What follows belongs to an exercise in optimizing a design on an open flow for small area, a short achievable clock period and few clock cycles per item; a production flow would make more cautious choices.
No functional check of the RTL was part of any run shown here.
Power and IR drop assume default switching activity.

**flow/config.mk**
```make
export PLATFORM = sky130hd
export DESIGN_NAME = centered_moving_average_unit
export DESIGN_NICKNAME = centered_moving_average_unit
export VERILOG_FILES = /design/flow/design.v
export SDC_FILE = /design/flow/constraint.sdc
export NUM_CORES = 4
export LEC_CHECK = 0
export ABC_CLOCK_PERIOD_IN_PS = 2500
export CAP_MARGIN = 20
export CORE_MARGIN = 2
export CORE_UTILIZATION = 40
export SLEW_MARGIN = 20
```
**flow/constraint.sdc**
```tcl
create_clock -name core_clock -period 5.5 [get_ports {clk}]
set_input_delay 1.1000 -clock core_clock [delete_from_list [all_inputs] [get_ports {clk}]]
set_output_delay 1.1000 -clock core_clock [all_outputs]
set_load 0.01 [all_outputs]
```
**flow/design.v**
```verilog
package cma_pkg;
  localparam int CMA_MAX_HALF_WIDTH = 31;
  localparam int CMA_SAMPLE_BITS    = 24;
  localparam int VALUE_W = 24;
  localparam int YEAR_W  = 14;
  localparam int MONTH_W = 4;
  localparam int TAG_W   = YEAR_W + MONTH_W;
  localparam int CFG_W   = 5;
  localparam int TDATA_W = 48;
  localparam int CNT_W   = 6;                  
  localparam int ACC_W   = VALUE_W + CNT_W;    
endpackage
module cma_dline #(
  parameter int W     = 24,
  parameter int NSEG  = 5,
  parameter int LBASE = 1
) (
  input  logic            clk,
  input  logic            step,
  input  logic [NSEG-1:0] sel,
  input  logic [W-1:0]    din,
  output logic [W-1:0]    dout
);
  logic [W-1:0] chain [0:NSEG];
  assign chain[0] = din;
  for (genvar j = 0; j < NSEG; j++) begin : g_seg
    localparam int L = LBASE << j;
    logic [L*W-1:0] sr;
    if (L == 1) begin : g_one
      always_ff @(posedge clk) begin
        if (step) sr <= chain[j];
      end
    end else begin : g_many
      always_ff @(posedge clk) begin
        if (step) sr <= {sr[(L-1)*W-1:0], chain[j]};
      end
    end
    assign chain[j+1] = sel[j] ? sr[L*W-1 -: W] : chain[j];
  end
  always_ff @(posedge clk) begin
    if (step) dout <= chain[NSEG];
  end
endmodule
module cma_kadd #(
  parameter int W = 30
) (
  input  logic [W-1:0] a,
  input  logic [W-1:0] b,
  input  logic         ci,
  output logic [W-1:0] s
);
  localparam int L = $clog2(W + 1);
  logic [W:0] G [0:L];
  logic [W:0] P [0:L];
  assign G[0] = {a & b, ci};
  assign P[0] = {a ^ b, 1'b0};
  for (genvar l = 0; l < L; l++) begin : g_l
    for (genvar i = 0; i <= W; i++) begin : g_i
      if (i >= (1 << l)) begin : g_c
        assign G[l+1][i] = G[l][i] | (P[l][i] & G[l][i - (1 << l)]);
        assign P[l+1][i] = P[l][i] & P[l][i - (1 << l)];
      end else begin : g_n
        assign G[l+1][i] = G[l][i];
        assign P[l+1][i] = P[l][i];
      end
    end
  end
  assign s = (a ^ b) ^ G[L][W-1:0];
endmodule
import cma_pkg::*;
module cma_slot (
  input  logic               clk,
  input  logic               rst,
  input  logic               cfg,         
  input  logic               cfg_h0,      
  input  logic               step,        
  input  logic               take,        
  input  logic               tlast,       
  input  logic [VALUE_W-1:0] x,
  input  logic [VALUE_W-1:0] popv,        
  input  logic [4:0]         h,
  input  logic               h0,          
  output logic               busy,
  output logic               ended,
  output logic               emit,        
  output logic               user,        
  output logic               ended_nx,    
  output logic               done,        
  output logic [ACC_W-1:0]   acc_add,
  output logic [ACC_W-1:0]   acc_pop,
  output logic [CNT_W-1:0]   n
);
  logic [5:0]       t;
  logic [4:0]       f;
  logic             short_q;
  logic             pv;        
  logic             ge2h;      
  logic             em;        
  logic             fdone;     
  logic             part;
  logic [CNT_W-1:0] n0;
  logic [ACC_W-1:0] add0;
  logic [ACC_W-1:0] pop0;
  logic             c_add;
  logic             c_pop;
  logic [4:0]       f1;
  logic [6:0]       t1;
  logic [ACC_W-1:0] add_nx;
  logic [ACC_W-1:0] pop_nx;
  assign part   = step && (busy || take);
  assign n0     = busy ? n : '0;
  assign add0   = busy ? acc_add : '0;
  assign pop0   = busy ? acc_pop : '0;
  assign c_add  = !ended && !pv && n0[0];
  assign c_pop  = ended && pv && !n0[0];
  assign f1     = ended ? f + 5'd1 : 5'd0;
  assign t1     = {1'b0, t} + 7'd1;
  assign done   = part && (ended ? fdone : (tlast && h0));
  assign emit   = part && em;
  assign user   = done && (ended ? short_q : !ge2h);
  assign ended_nx = part ? ((ended || tlast) && !done) : ended;
  cma_kadd #(.W(ACC_W)) u_add (.a(add0), .b(ACC_W'(x)), .ci(c_add), .s(add_nx));
  cma_kadd #(.W(ACC_W)) u_pop (.a(pop0), .b(pv ? ACC_W'(popv) : '0), .ci(c_pop), .s(pop_nx));
  always_ff @(posedge clk) begin
    if (rst || cfg) begin
      busy  <= 1'b0;
      ended <= 1'b0;
      t     <= '0;
      f     <= '0;
      pv    <= 1'b0;
      ge2h  <= rst || cfg_h0;
      em    <= rst || cfg_h0;
      fdone <= 1'b0;
    end else if (part) begin
      if (done) begin
        busy  <= 1'b0;
        ended <= 1'b0;
        t     <= '0;
        f     <= '0;
        pv    <= 1'b0;
        ge2h  <= h0;
        em    <= h0;
        fdone <= 1'b0;
      end else begin
        busy  <= 1'b1;
        ended <= ended || tlast;
        t     <= (t == 6'd63) ? t : t1[5:0];
        f     <= f1;
        pv    <= ge2h;
        ge2h  <= (t1 >= {1'b0, h, 1'b0});
        em    <= (t1 >= {2'b00, h});
        fdone <= (f1 + 5'd1 == h);
      end
    end
  end
  always_ff @(posedge clk) begin
    if (part) begin
      short_q <= ended ? short_q : !ge2h;
      n       <= n0 + CNT_W'(!ended) - CNT_W'(pv);
      acc_pop <= pop_nx;
    end
  end
  always_ff @(posedge clk) begin
    if (part && !ended) begin
      acc_add <= add_nx;
    end
  end
endmodule
module cma_ksub #(
  parameter int W = 8
) (
  input  logic [W-1:0] a,
  input  logic [W-1:0] b,
  output logic         ge,
  output logic [W-1:0] d
);
  localparam int L = $clog2(W + 1);
  logic [W:0] G [0:L];
  logic [W:0] P [0:L];
  assign G[0] = {a & ~b, 1'b1};
  assign P[0] = {~(a ^ b), 1'b0};
  for (genvar l = 0; l < L; l++) begin : g_l
    for (genvar i = 0; i <= W; i++) begin : g_i
      if (i >= (1 << l)) begin : g_c
        assign G[l+1][i] = G[l][i] | (P[l][i] & G[l][i - (1 << l)]);
        assign P[l+1][i] = P[l][i] & P[l][i - (1 << l)];
      end else begin : g_n
        assign G[l+1][i] = G[l][i];
        assign P[l+1][i] = P[l][i];
      end
    end
  end
  assign d  = ~(a ^ b) ^ G[L][W-1:0];
  assign ge = G[L][W];
endmodule
module cma_divstage #(
  parameter int QW = 24,
  parameter int DW = 6
) (
  input  logic [DW-1:0] r_in,
  input  logic [QW-1:0] b_in,
  input  logic [DW-1:0] den,
  input  logic [DW+1:0] den3,
  output logic [DW-1:0] r_out,
  output logic [QW-1:0] b_out
);
  logic [DW+1:0] v;
  logic [DW+1:0] d1;
  logic [DW:0]   d2;
  logic [DW+1:0] d3;
  logic          g1;
  logic          g2;
  logic          g3;
  assign v = {r_in, b_in[QW-1:QW-2]};
  cma_ksub #(.W(DW+2)) u_s1 (.a(v),         .b({2'b00, den}), .ge(g1), .d(d1));
  cma_ksub #(.W(DW+1)) u_s2 (.a(v[DW+1:1]), .b({1'b0, den}),  .ge(g2), .d(d2));
  cma_ksub #(.W(DW+2)) u_s3 (.a(v),         .b(den3),         .ge(g3), .d(d3));
  assign r_out = g3 ? d3[DW-1:0] : g2 ? {d2[DW-2:0], v[0]} : g1 ? d1[DW-1:0] : v[DW-1:0];
  assign b_out = {b_in[QW-3:0], g2, g3 || (g1 && !g2)};
endmodule
module cma_divider #(
  parameter int QW = 24,
  parameter int DW = 6,
  parameter int XW = 20
) (
  input  logic             clk,
  input  logic             rst,
  input  logic             en,
  input  logic             in_valid,
  input  logic [QW+DW-1:0] in_num,
  input  logic [DW-1:0]    in_den,
  input  logic [DW+1:0]    in_den3,
  input  logic [XW-1:0]    in_side,
  output logic             out_valid,
  output logic [QW-1:0]    out_q,
  output logic [XW-1:0]    out_side
);
  localparam int NS = QW / 2;
  logic [NS:0]   v;
  logic [DW-1:0] r  [0:NS];
  logic [DW-1:0] d  [0:NS];
  logic [DW+1:0] d3 [0:NS];
  logic [QW-1:0] b  [0:NS];
  logic [XW-1:0] s  [0:NS];
  assign v[0]  = in_valid;
  assign r[0]  = in_num[QW+DW-1:QW];
  assign d[0]  = in_den;
  assign d3[0] = in_den3;
  assign b[0]  = in_num[QW-1:0];
  assign s[0]  = in_side;
  for (genvar g = 0; g < NS; g++) begin : g_st
    logic [DW-1:0] rn;
    logic [QW-1:0] bn;
    cma_divstage #(.QW(QW), .DW(DW)) u_stage (
      .r_in  (r[g]),
      .b_in  (b[g]),
      .den   (d[g]),
      .den3  (d3[g]),
      .r_out (rn),
      .b_out (bn)
    );
    logic          vq;
    logic [DW-1:0] rq;
    logic [DW-1:0] dq;
    logic [DW+1:0] d3q;
    logic [QW-1:0] bq;
    logic [XW-1:0] sq;
    always_ff @(posedge clk) begin
      if (rst) begin
        vq <= 1'b0;
      end else if (en) begin
        vq <= v[g];
      end
    end
    always_ff @(posedge clk) begin
      if (en) begin
        rq  <= rn;
        dq  <= d[g];
        d3q <= d3[g];
        bq  <= bn;
        sq  <= s[g];
      end
    end
    assign v[g+1]  = vq;
    assign r[g+1]  = rq;
    assign d[g+1]  = dq;
    assign d3[g+1] = d3q;
    assign b[g+1]  = bq;
    assign s[g+1]  = sq;
  end
  assign out_valid = v[NS];
  assign out_q     = b[NS];
  assign out_side  = s[NS];
endmodule
import cma_pkg::*;
module centered_moving_average_unit #(
  parameter int MAX_HALF_WIDTH = CMA_MAX_HALF_WIDTH,
  parameter int SAMPLE_BITS    = CMA_SAMPLE_BITS
) (
  input  logic               clk,
  input  logic               rst,
  input  logic               cfg_wr_en,
  input  logic [CFG_W-1:0]   cfg_wr_data,    
  input  logic               s_axis_tvalid,
  output logic               s_axis_tready,
  input  logic [TDATA_W-1:0] s_axis_tdata,   
  input  logic               s_axis_tlast,   
  output logic               m_axis_tvalid,
  input  logic               m_axis_tready,
  output logic [TDATA_W-1:0] m_axis_tdata,   
  output logic               m_axis_tlast,   
  output logic               m_axis_tuser    
);
  localparam int SIDE_W = TAG_W + 2;
  localparam int RES_W  = VALUE_W + SIDE_W;
  logic [4:0]         h;
  logic               clr;
  logic               in_valid;
  logic [VALUE_W-1:0] in_x;
  logic [TAG_W-1:0]   in_tag;
  logic               in_last;
  logic               acc;
  logic               en;
  logic               skid_valid;
  logic               skid_valid_nx;
  logic               ptr;
  logic [1:0]         s_busy, s_ended, s_emit, s_user, s_ended_nx, s_done, s_take;
  logic               h0;
  logic [ACC_W-1:0]   s_add [0:1];
  logic [ACC_W-1:0]   s_pop [0:1];
  logic [CNT_W-1:0]   s_n   [0:1];
  logic               cur_busy, cur_ended, oth_busy;
  logic               take_sample;
  logic               step;
  logic               consume;
  logic               flip;
  logic               ptr_nx;
  logic               cur_ended_nx;
  logic [VALUE_W-1:0] popv;
  logic [TAG_W-1:0]   ctag;
  logic               e_valid;
  logic               e_slot;
  logic               e_last;
  logic               e_user;
  logic               p_valid;
  logic [ACC_W-1:0]   p_num;
  logic [ACC_W-1:0]   p_dif [0:1];
  logic [CNT_W-1:0]   p_den;
  logic [CNT_W+1:0]   p_den3;
  logic [SIDE_W-1:0]  p_side;
  logic               d_valid;
  logic [VALUE_W-1:0] d_q;
  logic [SIDE_W-1:0]  d_side;
  logic               arrive;
  logic [RES_W-1:0]   arr_data;
  logic [RES_W-1:0]   skid_data;
  logic [RES_W-1:0]   out_data;
  logic               out_take;
  assign clr = rst || cfg_wr_en;
  assign en  = !skid_valid;
  assign acc = s_axis_tvalid && s_axis_tready && !rst;
  always_ff @(posedge clk) begin
    if (rst) begin
      in_valid <= 1'b0;
    end else begin
      in_valid <= (in_valid && !consume && !cfg_wr_en) || acc;
    end
  end
  always_ff @(posedge clk) begin
    if (s_axis_tready) begin
      in_x    <= s_axis_tdata[VALUE_W-1:0];
      in_tag  <= s_axis_tdata[VALUE_W +: TAG_W];
      in_last <= s_axis_tlast;
    end
  end
  always_ff @(posedge clk) begin
    if (rst) begin
      s_axis_tready <= 1'b1;
    end else begin
      s_axis_tready <= !((in_valid && !consume && !cfg_wr_en) || acc) || (!skid_valid_nx && !cur_ended_nx);
    end
  end
  always_ff @(posedge clk) begin
    if (rst) begin
      h  <= '0;
      h0 <= 1'b1;
    end else if (cfg_wr_en) begin
      h  <= cfg_wr_data;
      h0 <= (cfg_wr_data == '0);
    end
  end
  assign cur_busy    = ptr ? s_busy[1] : s_busy[0];
  assign cur_ended   = ptr ? s_ended[1] : s_ended[0];
  assign oth_busy    = ptr ? s_busy[0] : s_busy[1];
  assign take_sample = in_valid && !cur_ended;
  assign step        = en && (in_valid || cur_ended || (!cur_busy && oth_busy));
  assign consume     = step && take_sample;
  assign s_take[0]   = consume && !ptr;
  assign s_take[1]   = consume && ptr;
  assign flip = ptr ? (s_ended_nx[1] && (!s_busy[0] || s_done[0]))
                    : (s_ended_nx[0] && (!s_busy[1] || s_done[1]));
  assign ptr_nx = step ? (ptr ^ flip) : ptr;
  assign cur_ended_nx = step ? (ptr_nx ? s_ended_nx[1] : s_ended_nx[0])
                             : (ptr ? s_ended[1] : s_ended[0]);
  always_ff @(posedge clk) begin
    if (clr) begin
      ptr <= 1'b0;
    end else begin
      ptr <= ptr_nx;
    end
  end
  for (genvar i = 0; i < 2; i++) begin : g_slot
    cma_slot u_slot (
      .clk      (clk),
      .rst      (rst),
      .cfg      (cfg_wr_en),
      .cfg_h0   (cfg_wr_data == '0),
      .step     (step),
      .take     (s_take[i]),
      .tlast    (in_last),
      .x        (in_x),
      .popv     (popv),
      .h        (h),
      .h0       (h0),
      .busy     (s_busy[i]),
      .ended    (s_ended[i]),
      .emit     (s_emit[i]),
      .user     (s_user[i]),
      .ended_nx (s_ended_nx[i]),
      .done     (s_done[i]),
      .acc_add  (s_add[i]),
      .acc_pop  (s_pop[i]),
      .n        (s_n[i])
    );
  end
  cma_dline #(.W(VALUE_W), .NSEG(5), .LBASE(2)) u_vline (
    .clk  (clk),
    .step (step),
    .sel  (h),
    .din  (in_x),
    .dout (popv)
  );
  cma_dline #(.W(TAG_W), .NSEG(5), .LBASE(1)) u_tline (
    .clk  (clk),
    .step (step),
    .sel  (h),
    .din  (in_tag),
    .dout (ctag)
  );
  always_ff @(posedge clk) begin
    if (rst) begin
      e_valid <= 1'b0;
    end else if (en) begin
      e_valid <= step && (s_emit[0] || s_emit[1]);
    end
  end
  always_ff @(posedge clk) begin
    if (en) begin
      e_slot <= s_emit[1];
      e_last <= s_emit[1] ? s_done[1] : s_done[0];
      e_user <= s_emit[1] ? s_user[1] : s_user[0];
    end
  end
  for (genvar i = 0; i < 2; i++) begin : g_dif
    cma_ksub #(.W(ACC_W)) u_dif (.a(s_add[i]), .b(s_pop[i]), .ge(), .d(p_dif[i]));
  end
  always_ff @(posedge clk) begin
    if (rst) begin
      p_valid <= 1'b0;
    end else if (en) begin
      p_valid <= e_valid;
    end
  end
  always_ff @(posedge clk) begin
    if (en) begin
      p_num  <= e_slot ? p_dif[1] : p_dif[0];
      p_den  <= e_slot ? s_n[1] : s_n[0];
      p_den3 <= e_slot ? ({2'b00, s_n[1]} + {1'b0, s_n[1], 1'b0}) : ({2'b00, s_n[0]} + {1'b0, s_n[0], 1'b0});
      p_side <= {ctag, e_last, e_user};
    end
  end
  cma_divider #(.QW(VALUE_W), .DW(CNT_W), .XW(SIDE_W)) u_div (
    .clk       (clk),
    .rst       (rst),
    .en        (en),
    .in_valid  (p_valid),
    .in_num    (p_num),
    .in_den    (p_den),
    .in_den3   (p_den3),
    .in_side   (p_side),
    .out_valid (d_valid),
    .out_q     (d_q),
    .out_side  (d_side)
  );
  assign arrive   = en && d_valid;
  assign arr_data = {d_side, d_q};
  assign out_take = !m_axis_tvalid || m_axis_tready;
  assign skid_valid_nx = out_take ? 1'b0 : (skid_valid || arrive);
  always_ff @(posedge clk) begin
    if (rst) begin
      m_axis_tvalid <= 1'b0;
      skid_valid    <= 1'b0;
    end else begin
      skid_valid <= skid_valid_nx;
      if (out_take) begin
        m_axis_tvalid <= skid_valid || arrive;
      end
    end
  end
  always_ff @(posedge clk) begin
    if (out_take) begin
      out_data <= skid_valid ? skid_data : arr_data;
    end
  end
  always_ff @(posedge clk) begin
    if (!out_take && !skid_valid) begin
      skid_data <= arr_data;
    end
  end
  assign m_axis_tdata = {{(TDATA_W - VALUE_W - TAG_W){1'b0}}, out_data[RES_W-1 -: TAG_W], out_data[VALUE_W-1:0]};
  assign m_axis_tlast = out_data[VALUE_W + 1];
  assign m_axis_tuser = out_data[VALUE_W];
endmodule
```
**flow/run.sh**
```bash
#!/bin/bash
# synth_recipe.tcl (not shown) runs the flow's synth.tcl, then flattens the netlist and writes it again
# the make line also repeats each setting of config.mk as NAME=value (left out here)
make -C /OpenROAD-flow-scripts/flow DESIGN_CONFIG=/design/flow/config.mk WORK_HOME=/design/flow/orfs CLKGATE_MAP_FILE= SYNTH_SCRIPT=/design/flow/synth_recipe.tcl finish
```
==> results of run 1 <==
## worst max-delay path, stage by stage (launching register included)
cell,delay [ps]
dfxtp_2,460
buf_4,330
nand2_1,250
nand3_1,170
fa_1,230
nor2b_1,70
o31a_1,280
o211ai_2,280
a211oi_1,200
o311ai_1,600
a211oi_1,290
o41ai_2,570
a21oi_1,180
mux2i_1,150
## per-layer routing
metal | track usage | part of all wire
met5 | 0 | 0.000056
met4 | 0.04725 | 0.029
met3 | 0.01997 | 0.042
met2 | 0.2101 | 0.45
met1 | 0.1973 | 0.48
## worst max-delay path by stage
stage                                   end  slack [ps]
4_1_cts        g_slot[0].u_slot.acc_pop[25]        1160
6_report       g_slot[0].u_slot.acc_pop[25]        1130
3_3_place_gp   g_slot[0].u_slot.acc_pop[23]        1240
5_1_grt        g_slot[0].u_slot.acc_pop[25]         910
2_1_floorplan        g_slot[1].u_slot.fdone      -40330
3_5_place_dp   g_slot[0].u_slot.acc_pop[25]        1240
## cells in the final DEF, fill, tap and decap left out, types with 20 or more instances in the layout
cell type,synthesis,routed
a211oi_1,22,22
a21boi_0,20,20
a21o_1,102,102
a21oi_1,234,234
and2_1,136,136
and3_1,46,46
buf_4,7,43
bufinv_16,0,27
clkbuf_1,69,72
clkbuf_16,0,333
clkdlybuf4s50_1,0,98
clkinv_1,4,54
clkinv_2,0,65
dfxtp_1,55,50
edfxtp_1,3160,3160
ha_1,457,457
inv_1,414,412
mux2_2,301,301
mux2i_1,73,73
nand2_1,250,250
nand2b_1,78,77
nand3_1,85,85
nor2_1,236,233
nor2b_1,74,74
nor3_1,62,62
o21a_1,118,118
o21ai_0,308,308
o21bai_1,21,21
or3_1,26,26
xnor2_1,166,166
xor2_1,80,80
## state kept, by name, summed over array words and instances, names as in the netlist, 7 cells and up
name / count
p_side: 20
u_div.g_st.bq: 288
g_slot.u_slot.t: 12
u_div.g_st.rq: 66
u_tline.dout: 18
g_slot.u_slot.acc_pop: 60
p_num: 30
u_div.g_st.dq: 55
g_slot.u_slot.f: 10
u_div.g_st.vq: 12
skid_data: 44
u_vline.dout: 24
g_slot.u_slot.n: 12
u_vline.g_seg.sr: 1488
in_tag: 18
u_div.g_st.d3q: 88
p_den3: 7
in_x: 24
g_slot.u_slot.acc_add: 60
u_div.g_st.sq: 240
u_tline.g_seg.sr: 558
out_data: 44
## cell families after synthesis
group	synth area share
other	0.00003085
AOI/OAI and AO/OA	0.05102
and+or+nand+nor	0.04305
DFF	0.7897
xor gates and xnor gates	0.01772
muxes	0.03389
adders and majority gates	0.04836
buffers and inverters	0.01625
## Yosys cell counts, types with 14 or more instances
master	n	area [sq um]
dfxtp_1	55	1101
a211o_1	17	148.9
and2_1	136	850.8
nor3_1	62	310.3
o21bai_1	21	157.7
mux2i_1	73	730.7
buf_1	17	63.81
nand2_1	250	938.4
nor2_1	236	885.9
xor2_1	80	700.7
inv_1	414	1554
o21a_1	118	885.9
a21oi_1	234	1171
nand3_1	85	425.4
a21o_1	102	765.7
or3_1	26	162.7
ha_1	457	5718
xnor2_1	166	1454
a211oi_1	22	165.2
nand4_1	15	93.84
nor2b_1	74	462.9
o21ai_0	308	1541
mux2_2	301	3390
and3_1	46	287.8
o211ai_1	14	105.1
a31oi_1	17	106.4
edfxtp_1	3160	94890
a21boi_0	20	150.1
nand2b_1	78	488.0
clkbuf_1	69	259.0
## power by group through the flow
stage | combinational [mW] | sequential [mW] | clock, mW
after floorplan | 4.16 | 31.1 | 0
after global placement | 5.67 | 30.7 | 0
after detailed placement | 5.76 | 30.8 | 0
after CTS | 5.80 | 30.3 | 22.6
after global routing | 6.50 | 30.4 | 23.5
final | 5.73 | 30.2 | 21.9
## cell type report
| class | count | share of cell area |
|---|---|---|
| inverters | 421 | 0.01150 |
| flip-flops and latches | 3215 | 0.6929 |
| clock inverters | 189 | 0.01440 |
| clock buffers | 411 | 0.06269 |
| well taps | 3978 | 0.03593 |
| diodes | 6 | 0.0001084 |
| multi-input cells | 3121 | 0.1706 |
| repair buffers | 158 | 0.01185 |
## per-stage QoR
stage	instances	util	power (mW)
6_report	11500	0.4579	57.84
5_1_grt	11500	0.4579	60.46
4_1_cts	11490	0.4577	58.67
3_5_place_dp	10890	0.4224	36.52
3_3_place_gp	10890	0.4224	36.36
2_1_floorplan	6854	-	35.23
==> results.txt, run 1 <==
- Clock tree from TritonCTS: built
- Critical path startpoint: g_slot[0].u_slot.busy
- Slack of the worst reg-to-reg path: 1130 ps
- Distinct cells, synth: 82
- Most used flip-flop cell after synthesis: edfxtp_1
- Headroom to the max-slew limit: 0.2461
- Maxcap violations: 0
- Number of synthesis warnings: 33
- Register bit total from synthesis: 3215
- Result of the run: timing/DRC/antenna clean
- CP Max Fanout: 18
- Worst hold endpoint: u_vline.g_seg[4].sr[463]
- Global-route congestion overflow total: 0
- Largest net degree at the start of global routing: 226
- Count of endpoints failing hold in the final timing report: 0
- Avg WL per Cell: 18.78 microns
- Reg-to-reg critical path endpoint: g_slot[0].u_slot.acc_pop[25]
- Placer congestion estimate: 0.8631
- Number of cell rows: 202
- Sort of element at the end of the critical path: register
- Total CTS buffers: 329
- Final Max Tran Viols: 0
- Total negative slack: 0 ps
- Height of the die: 555.3 microns
- Final-layout fill cell count: 25510
- Finished layout cell area: 138500 sq um
- Critical path required time: 6130 ps
- Share of the yosys chip area belonging to registers: 0.7897
- Global Route Usage Sum: 0.1362
- P per Cell Area: 417.5 nW/um^2
- Fin worst setup slack: 1132 ps
- Hold bufs inserted after CTS: 0
- Final net count: 7770
- Antenna violation net count after detailed routing: 0
- Area occupied by multi-input gates: 23630 sq um
- Post-synthesis instance area: 121600 sq um
- Critical Path AT: 4990 ps
- Min-delay src: u_vline.g_seg[4].sr[439]
- Proportion of layout cells with a drive suffix above 1: 0.1178
- Max Freq: 0.2290 GHz
- Clock period minus final worst setup slack: 4368 ps
- Post-route clock skew: 89.14 ps
- Initial antenna violation count: 13
- Switch share: 0.2308
- Power share of the sequential group: 0.523
- Number of DRC markers after the initial detailed-route iteration: 4556
- Max H-tree Level: 5
- Detailed-router iteration count before antenna repair: 6
- Combinational fraction of design power: 0.099
- Clock share of power: 0.378
- Placed cell area: 127800 sq um
- Total DRC errors in the routed layout: 0
- Layout-stage area growth over the synthesis result: 13.97%
- Peak supply drop: 0.3056 mV
- Detail Placement HPWL: 135.4 mm
- Setup repair after global routing missed its margin: no
- Starting density of the core: 0.4018
- Per-instance average area after synthesis: 17.75 sq um
- Post-DR vias/cell: 4.940
- Buffer count from post-CTS setup fixing: 0
- Floorplan Core Area: 302500 sq um
- Final setup violation count: 0
- Number of synthesized flops with an enable pin: 3160
- Die Outline Area: 308300 sq um
- Wire length of the first global-routing pass: 329.5 mm
- Cell at the root of the clock tree: clkbuf_16
- Number of global-route vias before repair: 56480
- Crit share post-route: 0.7941
- Worst-skew pair later-pin latency: 910 ps
- # resized after CTS: 0
- Total vias in the final route: 56810
- Fraction of registers with async set or reset after synthesis: 0
- Register-to-Register Path Depth: 13
- Depth of the worst hold-timing path: 0
- Maximum root-to-sink buffer count: 4
- Worst setup timing slack at the placement stage: 1237 ps
- Hold Worst Slack: 359.8 ps
- I/O Buffers: 98
- Number of clock sinks: 3215
- Launch point of the worst reg-to-reg path: g_slot[0].u_slot.busy
- CP Class: register to register
- Total I/O pin count: 111
- Die X: 555.3 microns
- Hold WC Path Type: register to register
- Total Wirelength: 215.9 mm
- Power dissipated by switching net loads: 13.35 mW
- Leakage power of the design: 50.11 nW
- Internal power contribution: 44.49 mW
- Synth Instances: 6849
- Sequential cell area: 96000 sq um
- Register clock-pin slew on the reported worst setup and hold paths: 60 ps
- Least-Margin Pin Slew: 1116 ps
- Kind of launch point of the worst setup path: register
==> run 2, diff against run 1 <==
--- a/flow/config.mk
+++ b/flow/config.mk
@@ -10,3 +10,4 @@
 export CORE_MARGIN = 2
 export CORE_UTILIZATION = 40
+export SETUP_SLACK_MARGIN = 2.9
 export SLEW_MARGIN = 20
==> results.txt, run 2 <==
- Post-route clock skew: 92.89 ps
- Total CTS buffers: 329
- Fin worst setup slack: 2090 ps
- Sort of element at the end of the critical path: register
- Final setup violation count: 0
- CP Class: register to register
- Flip-flop count of the largest register after layout: 1488
- Register-to-Register Path Depth: 13
- Maximum root-to-sink buffer count: 4
- Kind of launch point of the worst setup path: register
- Post-synthesis instance area: 121600 sq um
- Most common library cells after synthesis: 3160 x edfxtp_1, 457 x ha_1, 414 x inv_1
- Leakage power of the design: 57.82 nW
- Total negative slack: 0 ps
- Launch point of the worst reg-to-reg path: g_slot[0].u_slot.busy
- CP Max Fanout: 5
- Reg-to-reg critical path endpoint: g_slot[0].u_slot.acc_pop[27]
- Number of DRC markers after the initial detailed-route iteration: 4895
- Die X: 555.3 microns
- Antenna violation net count after detailed routing: 0
- Hold WC Path Type: register to register
- Maxcap violations: 0
- Headroom to the max-slew limit: 0.2220
- Number of cell rows: 202
- Total vias in the final route: 62750
- Peak supply drop: 0.3058 mV
- Hold Worst Slack: 349.7 ps
- Setup repair after global routing missed its margin: yes
- Layout-stage area growth over the synthesis result: 28.50%
- Avg WL per Cell: 21.43 microns
- Biggest regs: u_vline.g_seg.sr x1488, u_tline.g_seg.sr x558, u_div.g_st.bq x288
- Post-synthesis share of cell area spent on full adders, half adders and majority gates: 0.04836
- Post-synth top area share: 0.7806
- Most used flip-flop cell after synthesis: edfxtp_1
- Result of the run: timing/DRC/antenna clean
- Most frequent standard cell in the layout excluding fill and tap cells: edfxtp_1
- Area occupied by multi-input gates: 28000 sq um
- Detail Placement HPWL: 135.4 mm
- Worst setup timing slack at the placement stage: 1237 ps
- Total I/O pin count: 111
- Initial antenna violation count: 11
- Crit share post-route: 0.6199
- Number of global-route vias before repair: 58820
- Worst-skew pair later-pin latency: 920 ps
- Post-layout util: 0.5163
- Global Route Usage Sum: 0.1469
- Most frequent cells in the layout: 3160 x edfxtp_1, 493 x clkbuf_16, 379 x buf_4
- Min-delay src: u_vline.g_seg[4].sr[439]
- Simple logic cell fraction of the synthesized area: 0.04305
- Clock tree from TritonCTS: built
- Number of synthesis warnings: 33
- P per Cell Area: 390.9 nW/um^2
- Total Wirelength: 265.7 mm
- Multiplexer share of the synthesized area: 0.03389
- Main combinational cell family by area after synthesis: compound AO/OA/AOI/OAI gates
- Placer congestion estimate: 0.8631
- Max Freq: 0.2933 GHz
- Clock period minus final worst setup slack: 3410 ps
- Floorplan Core Area: 302500 sq um
- Global-route congestion overflow total: 0
- Fraction of registers with async set or reset after synthesis: 0
- Proportion of layout cells with a drive suffix above 1: 0.2866
- Register clock-pin slew on the reported worst setup and hold paths: 60 ps
- Worst hold endpoint: u_vline.g_seg[4].sr[463]
- Cell at the root of the clock tree: clkbuf_16
- Register bit total from synthesis: 3215
- Critical path required time: 6260 ps
- Hold bufs inserted after CTS: 0
- Share of the yosys chip area belonging to registers: 0.7897
- Critical Path AT: 4170 ps
- Largest net degree at the start of global routing: 137
- Starting density of the core: 0.4018
- Max H-tree Level: 5
- Per-instance average area after synthesis: 17.75 sq um
- Height of the die: 555.3 microns
- Distinct cells, synth: 82
- Depth of the worst hold-timing path: 0
- Final-layout fill cell count: 23700
- Slack of the worst reg-to-reg path: 2090 ps
- Largest cells by area after synthesis: edfxtp_1 78%, ha_1 4.7%, mux2_2 2.8%, inv_1 1.3%, o21ai_0 1.3%
- Number of synthesized flops with an enable pin: 3160
- Detailed-router iteration count before antenna repair: 6
- Sequential cell area: 96020 sq um
- Count of endpoints failing hold in the final timing report: 0
- Synth Instances: 6849
- Final Max Tran Viols: 0
- Total DRC errors in the routed layout: 0
- Die Outline Area: 308300 sq um
- Wire length of the first global-routing pass: 351.3 mm
- XOR/XNOR share of the synthesized area: 0.01772
- Final net count: 8668
- Post-DR vias/cell: 5.062
- Least-Margin Pin Slew: 1159 ps
- Top register by number of flip-flops: u_vline.g_seg.sr
- Fraction of the mapped netlist area in compound gates: 0.05102
- Cell taking the most area after synthesis: edfxtp_1
- I/O Buffers: 98
- Number of clock sinks: 3215
- Most instantiated library cell after synthesis: edfxtp_1
## run 2: report_power, final
group          switching, mW  total, mW  internal, mW
registers              0.904       30.3          29.4
clock network           9.46       22.1          12.6
logic                   4.32       8.72          4.41
total                   14.7       61.1          46.4
## run 2: cell families (layout without fill, tap and decap cells)
logic type	Yosys count	count (layout)
simple gates	1054	1054
buf+inv	518	2069
mux	374	374
xor+xnor	246	246
fa+ha+maj	465	465
other cells	1	11
compound gates	976	984
flops	3215	3215
## run 2: repair_timing
action	CTS	global route
gates resized for setup	934	798
setup buffers	205	373
cloned	42	280
endpoints found under the setup margin	2952	2518
pin swaps	179	333
## run 2: layout make-up
class	instances	share of cell area
antenna	5	0.00008010
clock buffer	411	0.05561
clock inverter	189	0.01278
inverter	421	0.01089
multi-input combinational	3129	0.1793
sequential	3215	0.6147
tap	3978	0.03186
timing repair buffer	1045	0.09459
timing repair inverter	3	0.0001682
## run 2: how the worst max path moves through the flow
| stage | slack (ps) | start | depth (start not counted) | endpoint |
|---|---|---|---|---|
| 6_report | 2090 | g_slot[0].u_slot.busy | 13 | g_slot[0].u_slot.acc_pop[27] |
| 5_1_grt | 2040 | g_slot[0].u_slot.busy | 14 | g_slot[0].u_slot.acc_pop[27] |
| 4_1_cts | 2120 | g_slot[0].u_slot.busy | 13 | g_slot[0].u_slot.acc_add[28] |
| 3_5_place_dp | 1240 | g_slot[0].u_slot.busy | 13 | g_slot[0].u_slot.acc_pop[25] |
| 3_3_place_gp | 1240 | g_slot[0].u_slot.busy | 13 | g_slot[0].u_slot.acc_pop[23] |
| 2_1_floorplan | -40330 | skid_valid | 8 | g_slot[1].u_slot.fdone |
## run 2: through the flow
| step | instances | total power [mW] | cell area [sq um] |
|---|---|---|---|
| after floorplan | 6854 | 35.23 | 121600 |
| after global placement | 10890 | 36.36 | 127800 |
| after detailed placement | 10890 | 36.52 | 127800 |
| after CTS | 11740 | 59.51 | 144100 |
| after global routing | 12390 | 63.54 | 156200 |
| final | 12400 | 61.05 | 156200 |
## run 2: metal layers
layer  wire [microns]  share of wire  track usage
met1           120900           0.46       0.2112
met2           124400           0.47       0.2309
met3            12020          0.045      0.01980
met4             8363          0.031      0.04837
met5               13       0.000049            0
## run 2: critical path, stage by stage, from the launching register on
cell,delay (ps)
dfxtp_4,490
buf_12,190
nand2_2,100
fa_2,440
nor2b_4,130
o31a_1,210
o211ai_4,140
a211oi_4,340
o311ai_4,180
a211oi_4,370
o41ai_4,90
buf_6,150
a21oi_4,150
mux2i_1,230
==> run 3, diff against run 2 <==
--- a/flow/design.v
+++ b/flow/design.v
@@ -42,61 +42,30 @@
   end
 endmodule
-module cma_kadd #(
-  parameter int W = 30
-) (
-  input  logic [W-1:0] a,
-  input  logic [W-1:0] b,
-  input  logic         ci,
-  output logic [W-1:0] s
-);
-  localparam int L = $clog2(W + 1);
-  logic [W:0] G [0:L];
-  logic [W:0] P [0:L];
-  assign G[0] = {a & b, ci};
-  assign P[0] = {a ^ b, 1'b0};
-  for (genvar l = 0; l < L; l++) begin : g_l
-    for (genvar i = 0; i <= W; i++) begin : g_i
-      if (i >= (1 << l)) begin : g_c
-        assign G[l+1][i] = G[l][i] | (P[l][i] & G[l][i - (1 << l)]);
-        assign P[l+1][i] = P[l][i] & P[l][i - (1 << l)];
-      end else begin : g_n
-        assign G[l+1][i] = G[l][i];
-        assign P[l+1][i] = P[l][i];
-      end
-    end
-  end
-  assign s = (a ^ b) ^ G[L][W-1:0];
-endmodule
 import cma_pkg::*;
 module cma_slot (
-  input  logic               clk,
-  input  logic               rst,
-  input  logic               cfg,         
-  input  logic               cfg_h0,      
-  input  logic               step,        
-  input  logic               take,        
-  input  logic               tlast,       
+  input  logic             clk,
+  input  logic             clr,         
+  input  logic             step,        
+  input  logic             take,        
+  input  logic             tlast,
   input  logic [VALUE_W-1:0] x,
-  input  logic [VALUE_W-1:0] popv,        
-  input  logic [4:0]         h,
-  input  logic               h0,          
-  output logic               busy,
-  output logic               ended,
-  output logic               emit,        
-  output logic               user,        
-  output logic               ended_nx,    
-  output logic               done,        
-  output logic [ACC_W-1:0]   acc_add,
-  output logic [ACC_W-1:0]   acc_pop,
-  output logic [CNT_W-1:0]   n
+  input  logic [VALUE_W-1:0] popv,      
+  input  logic [4:0]       h,
+  output logic             busy,
+  output logic             ended,
+  output logic             emit,        
+  output logic             last,        
+  output logic             user,
+  output logic             ended_nx,    
+  output logic             done,        
+  output logic [ACC_W-1:0] acc_add,
+  output logic [ACC_W-1:0] acc_pop,
+  output logic [CNT_W-1:0] n
 );
   logic [5:0]       t;
   logic [4:0]       f;
   logic             short_q;
-  logic             pv;        
-  logic             ge2h;      
-  logic             em;        
-  logic             fdone;     
   logic             part;
+  logic             pv;
   logic [CNT_W-1:0] n0;
   logic [ACC_W-1:0] add0;
@@ -104,32 +73,28 @@
   logic             c_add;
   logic             c_pop;
+  logic             ended1;
   logic [4:0]       f1;
-  logic [6:0]       t1;
-  logic [ACC_W-1:0] add_nx;
-  logic [ACC_W-1:0] pop_nx;
+  logic             short1;
   assign part   = step && (busy || take);
+  assign pv     = ({1'b0, t} > {1'b0, h, 1'b0});
   assign n0     = busy ? n : '0;
   assign add0   = busy ? acc_add : '0;
   assign pop0   = busy ? acc_pop : '0;
-  assign c_add  = !ended && !pv && n0[0];
-  assign c_pop  = ended && pv && !n0[0];
+  assign c_add  = take && !pv && n0[0];
+  assign c_pop  = pv && !take && !n0[0];
+  assign ended1 = ended || (take && tlast);
   assign f1     = ended ? f + 5'd1 : 5'd0;
-  assign t1     = {1'b0, t} + 7'd1;
-  assign done   = part && (ended ? fdone : (tlast && h0));
-  assign emit   = part && em;
-  assign user   = done && (ended ? short_q : !ge2h);
-  assign ended_nx = part ? ((ended || tlast) && !done) : ended;
-  cma_kadd #(.W(ACC_W)) u_add (.a(add0), .b(ACC_W'(x)), .ci(c_add), .s(add_nx));
-  cma_kadd #(.W(ACC_W)) u_pop (.a(pop0), .b(pv ? ACC_W'(popv) : '0), .ci(c_pop), .s(pop_nx));
+  assign short1 = ended ? short_q : (t < {h, 1'b0});
+  assign done   = part && ended1 && (f1 == h);
+  assign emit   = part && (t >= {1'b0, h}) && (take || ended);
+  assign last   = done;
+  assign user   = done && short1;
+  assign ended_nx = busy ? (ended1 && !done) : (take && tlast && !done);
   always_ff @(posedge clk) begin
-    if (rst || cfg) begin
+    if (clr) begin
       busy  <= 1'b0;
       ended <= 1'b0;
       t     <= '0;
       f     <= '0;
-      pv    <= 1'b0;
-      ge2h  <= rst || cfg_h0;
-      em    <= rst || cfg_h0;
-      fdone <= 1'b0;
     end else if (part) begin
       if (done) begin
@@ -138,17 +103,9 @@
         t     <= '0;
         f     <= '0;
-        pv    <= 1'b0;
-        ge2h  <= h0;
-        em    <= h0;
-        fdone <= 1'b0;
       end else begin
         busy  <= 1'b1;
-        ended <= ended || tlast;
-        t     <= (t == 6'd63) ? t : t1[5:0];
+        ended <= ended1;
+        t     <= (t == 6'd63) ? t : t + 6'd1;
         f     <= f1;
-        pv    <= ge2h;
-        ge2h  <= (t1 >= {1'b0, h, 1'b0});
-        em    <= (t1 >= {2'b00, h});
-        fdone <= (f1 + 5'd1 == h);
       end
     end
@@ -156,12 +113,8 @@
   always_ff @(posedge clk) begin
     if (part) begin
-      short_q <= ended ? short_q : !ge2h;
-      n       <= n0 + CNT_W'(!ended) - CNT_W'(pv);
-      acc_pop <= pop_nx;
-    end
-  end
-  always_ff @(posedge clk) begin
-    if (part && !ended) begin
-      acc_add <= add_nx;
+      short_q <= short1;
+      n       <= n0 + CNT_W'(take) - CNT_W'(pv);
+      acc_add <= add0 + (take ? ACC_W'(x) : '0) + ACC_W'(c_add);
+      acc_pop <= pop0 + (pv ? ACC_W'(popv) : '0) + ACC_W'(c_pop);
     end
   end
@@ -325,6 +278,5 @@
   logic               skid_valid_nx;
   logic               ptr;
-  logic [1:0]         s_busy, s_ended, s_emit, s_user, s_ended_nx, s_done, s_take;
-  logic               h0;
+  logic [1:0]         s_busy, s_ended, s_emit, s_last, s_user, s_ended_nx, s_done, s_take;
   logic [ACC_W-1:0]   s_add [0:1];
   logic [ACC_W-1:0]   s_pop [0:1];
@@ -345,5 +297,4 @@
   logic               p_valid;
   logic [ACC_W-1:0]   p_num;
-  logic [ACC_W-1:0]   p_dif [0:1];
   logic [CNT_W-1:0]   p_den;
   logic [CNT_W+1:0]   p_den3;
@@ -383,9 +334,7 @@
   always_ff @(posedge clk) begin
     if (rst) begin
-      h  <= '0;
-      h0 <= 1'b1;
+      h <= '0;
     end else if (cfg_wr_en) begin
-      h  <= cfg_wr_data;
-      h0 <= (cfg_wr_data == '0);
+      h <= cfg_wr_data;
     end
   end
@@ -394,5 +343,5 @@
   assign oth_busy    = ptr ? s_busy[0] : s_busy[1];
   assign take_sample = in_valid && !cur_ended;
-  assign step        = en && (in_valid || cur_ended || (!cur_busy && oth_busy));
+  assign step        = en && !cfg_wr_en && (take_sample || cur_ended || (!cur_busy && oth_busy));
   assign consume     = step && take_sample;
   assign s_take[0]   = consume && !ptr;
@@ -413,7 +362,5 @@
     cma_slot u_slot (
       .clk      (clk),
-      .rst      (rst),
-      .cfg      (cfg_wr_en),
-      .cfg_h0   (cfg_wr_data == '0),
+      .clr      (clr),
       .step     (step),
       .take     (s_take[i]),
@@ -422,8 +369,8 @@
       .popv     (popv),
       .h        (h),
-      .h0       (h0),
       .busy     (s_busy[i]),
       .ended    (s_ended[i]),
       .emit     (s_emit[i]),
+      .last     (s_last[i]),
       .user     (s_user[i]),
       .ended_nx (s_ended_nx[i]),
@@ -458,11 +405,8 @@
     if (en) begin
       e_slot <= s_emit[1];
-      e_last <= s_emit[1] ? s_done[1] : s_done[0];
+      e_last <= s_emit[1] ? s_last[1] : s_last[0];
       e_user <= s_emit[1] ? s_user[1] : s_user[0];
     end
   end
-  for (genvar i = 0; i < 2; i++) begin : g_dif
-    cma_ksub #(.W(ACC_W)) u_dif (.a(s_add[i]), .b(s_pop[i]), .ge(), .d(p_dif[i]));
-  end
   always_ff @(posedge clk) begin
     if (rst) begin
@@ -474,5 +418,5 @@
   always_ff @(posedge clk) begin
     if (en) begin
-      p_num  <= e_slot ? p_dif[1] : p_dif[0];
+      p_num  <= e_slot ? (s_add[1] - s_pop[1]) : (s_add[0] - s_pop[0]);
       p_den  <= e_slot ? s_n[1] : s_n[0];
       p_den3 <= e_slot ? ({2'b00, s_n[1]} + {1'b0, s_n[1], 1'b0}) : ({2'b00, s_n[0]} + {1'b0, s_n[0], 1'b0});
--- a/flow/config.mk
+++ b/flow/config.mk
@@ -10,4 +10,4 @@
 export CORE_MARGIN = 2
 export CORE_UTILIZATION = 40
-export SETUP_SLACK_MARGIN = 2.9
+export SETUP_SLACK_MARGIN = 3.0
 export SLEW_MARGIN = 20
==> results.txt, run 3 <==
- Height of the die: 554.9 microns
- Depth of the worst hold-timing path: 0
- Cell taking the most area after synthesis: edfxtp_1
- Critical path required time: 6220 ps
- Antenna violation net count after detailed routing: 0
- Headroom to the max-slew limit: 0.4210
- Number of synthesized flops with an enable pin: 3156
- CP Class: register to register
- Cell at the root of the clock tree: clkbuf_16
- Maxcap violations: 0
- Register-to-Register Path Depth: 25
- Total DRC errors in the routed layout: 0
- Final setup violation count: 0
- Hold bufs inserted after CTS: 0
- Worst-skew pair later-pin latency: 890 ps
- Number of cell rows: 202
- Number of placed instances with taps included: 10940
- Avg WL per Cell: 19.20 microns
- Count of endpoints failing hold in the final timing report: 0
- Post-DR vias/cell: 4.980
- Fraction of registers with async set or reset after synthesis: 0
- Clock tree from TritonCTS: built
- Top register by number of flip-flops: u_vline.g_seg.sr
- Total vias in the final route: 60730
- Global-route congestion overflow total: 0
- Met2 wire len: 104.7 mm
- Met1 Routed Length: 111.2 mm
- Synth Instances: 6857
- Worst hold endpoint: u_vline.g_seg[4].sr[160]
- Number of synthesis warnings: 26
- Max Freq: 0.2066 GHz
- Most frequent cells in the layout: 3156 x edfxtp_1, 409 x buf_4, 372 x clkbuf_16
- Total I/O pin count: 111
- Die X: 554.9 microns
- Setup repair after global routing missed its margin: yes
- Placer congestion estimate: 0.8357
- Largest net degree at the start of global routing: 148
- Top routing layer in use: met5
- CP Max Fanout: 4
- Total negative slack: 0 ps
- Final Max Tran Viols: 0
- Wire length of the first global-routing pass: 343.4 mm
- Slack of the worst reg-to-reg path: 660 ps
- Most common library cells after synthesis: 3156 x edfxtp_1, 453 x ha_1, 419 x inv_1
- Die Outline Area: 307900 sq um
- Kind of launch point of the worst setup path: register
- Initial antenna violation count: 12
- Peak supply drop: 0.2469 mV
- Register bit total from synthesis: 3206
- Min-delay src: u_vline.g_seg[4].sr[136]
- Starting density of the core: 0.4016
- Biggest regs: u_vline.g_seg.sr x1488, u_tline.g_seg.sr x558, u_div.g_st.bq x288
- Reg-to-reg critical path endpoint: g_slot[1].u_slot.acc_add[26]
- I/O Buffers: 98
- Flip-flop count of the largest register after layout: 1488
- Register clock-pin slew on the reported worst setup and hold paths: 60 ps
- Detailed-router iteration count before antenna repair: 6
- Proportion of layout cells with a drive suffix above 1: 0.2739
- Share of the yosys chip area belonging to registers: 0.7889
- Number of clock sinks: 3206
- Critical Path AT: 5560 ps
- Detail Placement HPWL: 128.8 mm
- Global Route Usage Sum: 0.1418
- Post-synthesis instance area: 121400 sq um
- Total CTS buffers: 328
- Hold WC Path Type: register to register
- Post-Layout Cell Count: 12190
- Met3 Wirelength: 10.46 mm
- Layout-stage area growth over the synthesis result: 24.16%
- Most frequent standard cell in the layout excluding fill and tap cells: edfxtp_1
- Least-Margin Pin Slew: 868.4 ps
- Max H-tree Level: 5
- Clock period minus final worst setup slack: 4839 ps
- Crit share post-route: 0.8798
- Result of the run: timing/DRC/antenna clean
- Leakage power of the design: 55.32 nW
- Most instantiated library cell after synthesis: edfxtp_1
- Post-synth top area share: 0.7807
- Total Wirelength: 234.2 mm
- Maximum root-to-sink buffer count: 4
- Largest cells by area after synthesis: edfxtp_1 78%, ha_1 4.7%, mux2_2 2.8%, inv_1 1.3%, o21ai_0 1.2%
- Launch point of the worst reg-to-reg path: h[1]
- Final net count: 8481
- Post-route clock skew: 71.96 ps
- Per-instance average area after synthesis: 17.70 sq um
- Sort of element at the end of the critical path: register
- Most used flip-flop cell after synthesis: edfxtp_1
- Floorplan Core Area: 302300 sq um
- P per Cell Area: 414.8 nW/um^2
- Number of DRC markers after the initial detailed-route iteration: 4691
- Distinct cells, synth: 89
- Final-layout fill cell count: 24500
- Number of global-route vias before repair: 59080
==> run 3: cell types whose count changed in the layout (fill, tap and decap cells not counted), sizes merged, moves of 15 or more <==
cell	before	now
clkbuf	571	424
xnor2	166	151
buf	826	749
nand3	85	60
o21ai	317	295
nor2	238	293
==> run 3: worst max-delay path by stage <==
stage / slack (ps) / depth (start not counted) / to / from
floorplan: -33120 / 8 / g_slot[1].u_slot.t[2] / cfg_wr_en
global placement: -180 / 19 / g_slot[1].u_slot.acc_pop[24] / cfg_wr_en
detailed placement: -200 / 19 / g_slot[1].u_slot.acc_pop[24] / cfg_wr_en
CTS: 580 / 25 / g_slot[1].u_slot.acc_add[26] / h[1]
global route: 390 / 25 / g_slot[1].u_slot.acc_add[26] / h[1]
finish: 660 / 25 / g_slot[1].u_slot.acc_add[26] / h[1]
==> run 3: area by class of cell <==
class                   count  area (sq um)  share of cell area
multi-input cells        3148         28380              0.1883
diodes                      4         10.01          0.00006641
well taps                3978          4977             0.03302
flip-flops and latches   3206         95810              0.6356
clock buffers             384          8524             0.05656
inverters                 425          1644             0.01091
clock inverters           203          2082             0.01381
repair buffers            844          9273             0.06152
repair inverters            2         27.53           0.0001826
==> run 3: power breakdown <==
part / total (mW) / internal, mW / switching, mW
Clock: 21.9 / 12.7 / 9.17
Sequential: 30.2 / 29.3 / 0.921
Combinational: 10.4 / 5.24 / 5.17
==> run 3: cell families (layout without fill, tap and decap cells) <==
kind of cell,after synthesis,in the layout,synth area share
AO/OA/AOI/OAI,983,993,0.05137
XOR/XNOR,225,225,0.01623
adder cells (fa/ha/maj),467,467,0.04900
buffers and inverters,519,1858,0.01635
flip-flops,3206,3206,0.7889
multiplexers,370,370,0.03363
other,1,10,0.00003089
AND/OR/NAND/NOR,1086,1087,0.04445
==> run 3: metal layers <==
layer,track usage,up-vias
met2,0.2138,1277
met3,0.02136,495
met5,0,-
li1,-,28320
met4,0.05046,2
met1,0.2090,30640
==> run 3: repair_timing <==
action | 4_1_cts | 5_1_grt
cloned | 35 | 64
setup endpoints to repair | 2649 | 2252
setup buffers | 350 | 212
pin swaps | 285 | 336
resized for setup | 1175 | 559
==> run 3: stage by stage <==
| stage | setup slack [ps] | power, mW | utilization | hold WS, ps | instance area [sq um] |
|---|---|---|---|---|---|
| 6_report | 660.9 | 62.52 | 0.4986 | 383.7 | 150700 |
| 5_1_grt | 391.4 | 65.33 | 0.4986 | 394.6 | 150700 |
| 4_1_cts | 575.2 | 61.69 | 0.4820 | 387.3 | 145700 |
| 3_5_place_dp | -201.7 | 37.75 | 0.4235 | 404.5 | 128000 |
| 3_3_place_gp | -175.6 | 37.55 | 0.4235 | 400.2 | 128000 |
| 2_1_floorplan | -33120 | 36.32 | - | 400.3 | 121500 |
==> run 3: critical path, cell delays in order, from the launching register on <==
cell      delay [ps]
dfxtp_2          330
inv_2             50
ha_4             250
inv_2             30
nor2_1            80
o21a_1           110
o21a_1           100
o21ai_1           50
nand2b_1          90
o31a_1           290
inv_1             80
ha_2             180
and3_4           140
fa_2             380
inv_2             80
fa_2             190
nor2b_1           50
o21a_1           180
o311a_1          360
a311o_1          390
a221o_2          420
a31o_4           270
a221oi_4         250
buf_4            160
o21ai_1           50
a21oi_1          120
==> run 4, diff against run 3 <==
--- a/flow/config.mk
+++ b/flow/config.mk
@@ -10,4 +10,3 @@
 export CORE_MARGIN = 2
 export CORE_UTILIZATION = 40
-export SETUP_SLACK_MARGIN = 3.0
 export SLEW_MARGIN = 20
==> results.txt, run 4 <==
- Result of the run: timing/DRC/antenna clean
- Number of synthesis warnings: 26
- Hold bufs inserted after CTS: 0
- Internal power contribution: 45.17 mW
- Clock share of power: 0.370
- Maxcap violations: 0
- Die Outline Area: 307900 sq um
- Hold WC Path Type: register to register
- Final net count: 7821
- Post-Layout Cell Count: 11540
- Die X: 554.9 microns
- Final Max Tran Viols: 0
- Worst setup timing slack at the placement stage: -201.7 ps
- Setup repair after global routing missed its margin: no
- Clock period minus final worst setup slack: 5100 ps
- Share of the yosys chip area belonging to registers: 0.7889
- Largest cells by area after synthesis: edfxtp_1 78%, ha_1 4.7%, mux2_2 2.8%, inv_1 1.3%, o21ai_0 1.2%
- Power share of the sequential group: 0.512
- Power dissipated by switching net loads: 13.87 mW
- Most instantiated library cell after synthesis: edfxtp_1
- Maximum root-to-sink buffer count: 4
- Max H-tree Level: 5
- Most frequent standard cell in the layout excluding fill and tap cells: edfxtp_1
- Register bit total from synthesis: 3206
- Headroom to the max-slew limit: 0.2250
- Max Freq: 0.1961 GHz
- Global-route congestion overflow total: 0
- Sort of element at the end of the critical path: register
- Crit share post-route: 0.9272
- Reg-to-reg critical path endpoint: g_slot[1].u_slot.acc_add[26]
- Number of placed instances with taps included: 10940
- Antenna violation net count after detailed routing: 0
- Area occupied by multi-input gates: 23690 sq um
- Post-synthesis instance area: 121400 sq um
- Biggest regs: u_vline.g_seg.sr x1488, u_tline.g_seg.sr x558, u_div.g_st.bq x288
- Largest net degree at the start of global routing: 204
- Initial antenna violation count: 15
- Detail Placement HPWL: 128.8 mm
- Cell at the root of the clock tree: clkbuf_16
- Leakage power of the design: 49.62 nW
- Switch share: 0.2350
- Post-DR vias/cell: 4.915
- Buffer count from post-CTS setup fixing: 0
- Number of cell rows: 202
- Worst hold endpoint: u_vline.g_seg[4].sr[84]
- Sum of internal, switching and leakage power: 59.04 mW
- Register-to-Register Path Depth: 25
- Synth Instances: 6857
- Peak supply drop: 0.2453 mV
- Wire length of the first global-routing pass: 319.4 mm
- Most frequent cells in the layout: 3156 x edfxtp_1, 453 x ha_1, 416 x inv_1
- Largest incremental delay on the critical path: 440 ps
- Total DRC errors in the routed layout: 0
- Height of the die: 554.9 microns
- CP Class: register to register
- CP max-delay cell: fa_1
- Sequential cell area: 95780 sq um
- Avg WL per Cell: 18.01 microns
- Number of synthesized flops with an enable pin: 3156
- CP Max Fanout: 4
- Fraction of registers with async set or reset after synthesis: 0
- Total Wirelength: 207.8 mm
- Final setup violation count: 0
- Number of DRC markers after the initial detailed-route iteration: 4875
- Post-route clock skew: 65.98 ps
- Least-Margin Pin Slew: 1162 ps
- P per Cell Area: 425.8 nW/um^2
- Placer congestion estimate: 0.8357
- Number of global-route vias before repair: 55940
- Min-delay src: u_vline.g_seg[4].sr[60]
- Total I/O pin count: 111
- Count of endpoints failing hold in the final timing report: 0
- Most used flip-flop cell after synthesis: edfxtp_1
- Detailed-router iteration count before antenna repair: 5
- Kind of launch point of the worst setup path: register
- Flip-flop count of the largest register after layout: 1488
- Worst-skew pair later-pin latency: 880 ps
- Critical path startpoint: h[1]
- Critical Path AT: 5810 ps
- I/O Buffers: 98
- Distinct cells, synth: 89
- Number of clock sinks: 3206
- Total vias in the final route: 56690
- Critical path required time: 6210 ps
- Floorplan Core Area: 302300 sq um
- Clock tree from TritonCTS: built
- Post-synth top area share: 0.7807
- Top register by number of flip-flops: u_vline.g_seg.sr
- Fin worst setup slack: 400.5 ps
- Final-layout fill cell count: 25670
- Layout-stage area growth over the synthesis result: 14.22%
- Starting density of the core: 0.4016
- Proportion of layout cells with a drive suffix above 1: 0.1208
- Depth of the worst hold-timing path: 0
- Per-instance average area after synthesis: 17.70 sq um
- Register clock-pin slew on the reported worst setup and hold paths: 60 ps
- Combinational fraction of design power: 0.119
- Global Route Usage Sum: 0.1308
- Launch point of the worst reg-to-reg path: h[1]
- Slack of the worst reg-to-reg path: 400 ps
- Total CTS buffers: 328
- # resized after CTS: 0
- Most common library cells after synthesis: 3156 x edfxtp_1, 453 x ha_1, 419 x inv_1
- Cell taking the most area after synthesis: edfxtp_1
[run 4: changes by cell type in the layout (fill, tap and decap cells not counted), moves of 115 or more]
cell,previous run,this run
o21ai_2,115,0
mux2_2,80,302
mux2_4,223,1
buf_4,409,78
o21ai_0,88,279
buf_6,208,0
[run 4: kinds of logic after synthesis]
family | after synthesis | share of synthesized area
fa+ha+maj | 467 | 0.04900
xor+xnor | 225 | 0.01623
mux | 370 | 0.03363
other cells | 1 | 0.00003089
buf+inv | 519 | 0.01635
flops | 3206 | 0.7889
compound gates | 983 | 0.05137
simple gates | 1086 | 0.04445
[run 4: layer usage]
metal,vias to the layer above,global-route usage,part of all wire
met5,-,0,0
met1,28260,0.1957,0.49
met2,1133,0.1925,0.43
met4,0,0.04627,0.031
met3,411,0.02167,0.045
li1,26890,-,-
[run 4: how the worst max path moves through the flow]
stage / endpoint / depth (start not counted)
after floorplan: g_slot[1].u_slot.t[2] / 8
after global placement: g_slot[1].u_slot.acc_pop[24] / 19
after detailed placement: g_slot[1].u_slot.acc_pop[24] / 19
after CTS: g_slot[1].u_slot.acc_add[26] / 25
after global routing: g_slot[1].u_slot.acc_add[26] / 25
final: g_slot[1].u_slot.acc_add[26] / 25
[run 4: area by class of cell]
| type | instances | area share |
|---|---|---|
| tap | 3978 | 0.03590 |
| inverter | 425 | 0.01157 |
| sequential | 3206 | 0.6908 |
| timing repair buffer | 197 | 0.01433 |
| antenna | 5 | 0.00009024 |
| clock buffer | 384 | 0.06148 |
| multi-input combinational | 3137 | 0.1709 |
| clock inverter | 203 | 0.01502 |
[run 4: worst max-delay path, delay by kind of cell (launching register included)]
family,cells,cell delay (ps)
DFF,1,340
adders and majority gates,4,1080
and+or+nand+nor,4,400
AOI/OAI and AO/OA,12,2670
buffers and inverters,5,450
[run 4: power by group through the flow]
stage / clock (mW) / combinational [mW] / sequential (mW)
floorplan: 0 / 5.20 / 31.1
global placement: 0 / 6.86 / 30.7
detailed placement: 0 / 7.01 / 30.7
CTS: 22.6 / 7.06 / 30.2
global route: 23.5 / 7.97 / 30.4
finish: 21.8 / 7.01 / 30.2
[run 4: stage by stage]
| stage | hold slack [ps] | area [sq um] | utilization | setup TNS [ps] |
|---|---|---|---|---|
| global placement | 400.2 | 128000 | 0.4235 | -734.2 |
| CTS | 387.3 | 138600 | 0.4586 | 0 |
| detailed placement | 404.5 | 128000 | 0.4235 | -1053 |
| floorplan | 400.3 | 121500 | - | - |
| finish | 382.6 | 138700 | 0.4587 | 0 |
| global route | 394.5 | 138700 | 0.4587 | 0 |

## port drivers added, routing unchanged
No port has a modelled driver above. Below, the same layouts with a new extraction and two added sets of constraints.
Step 1 (the two cells are an assumption about what drives the block):
set clk [get_ports {clk}]
set_driving_cell -lib_cell sky130_fd_sc_hd__clkbuf_16 $clk
set_driving_cell -lib_cell sky130_fd_sc_hd__buf_2 [delete_from_list [all_inputs] $clk]
Step 2 also shifts input and output timing later by t, the mid clock arrival at the registers, as if the neighbouring blocks saw the same clock.
a / b / c = ideal / step 1 / step 2; a / b = the first two.
run	shift t [ns]	setup WS [ns]	latest minus earliest clock arrival (ns)	slew at the worst register clock pin (ns)	worst slew at a driven data input, ns
run 1	0.976	1.132 / 1.132 / 1.132	0.109 / 0.110	0.07 / 0.07	0.07
run 2	0.988	2.090 / 2.090 / 2.062	0.121 / 0.121	0.07 / 0.07	0.07
run 3	0.951	0.661 / 0.661 / 0.415	0.072 / 0.073	0.07 / 0.07	0.10
run 4	0.941	0.400 / 0.400 / -0.246	0.068 / 0.068	0.07 / 0.07	0.10
Met with ideal ports but missed after step 2: setup timing in run 4. For run 4, which loses most, drivers alone change the setup slack by 0.000 ns; drivers and shift together by -0.646 ns.
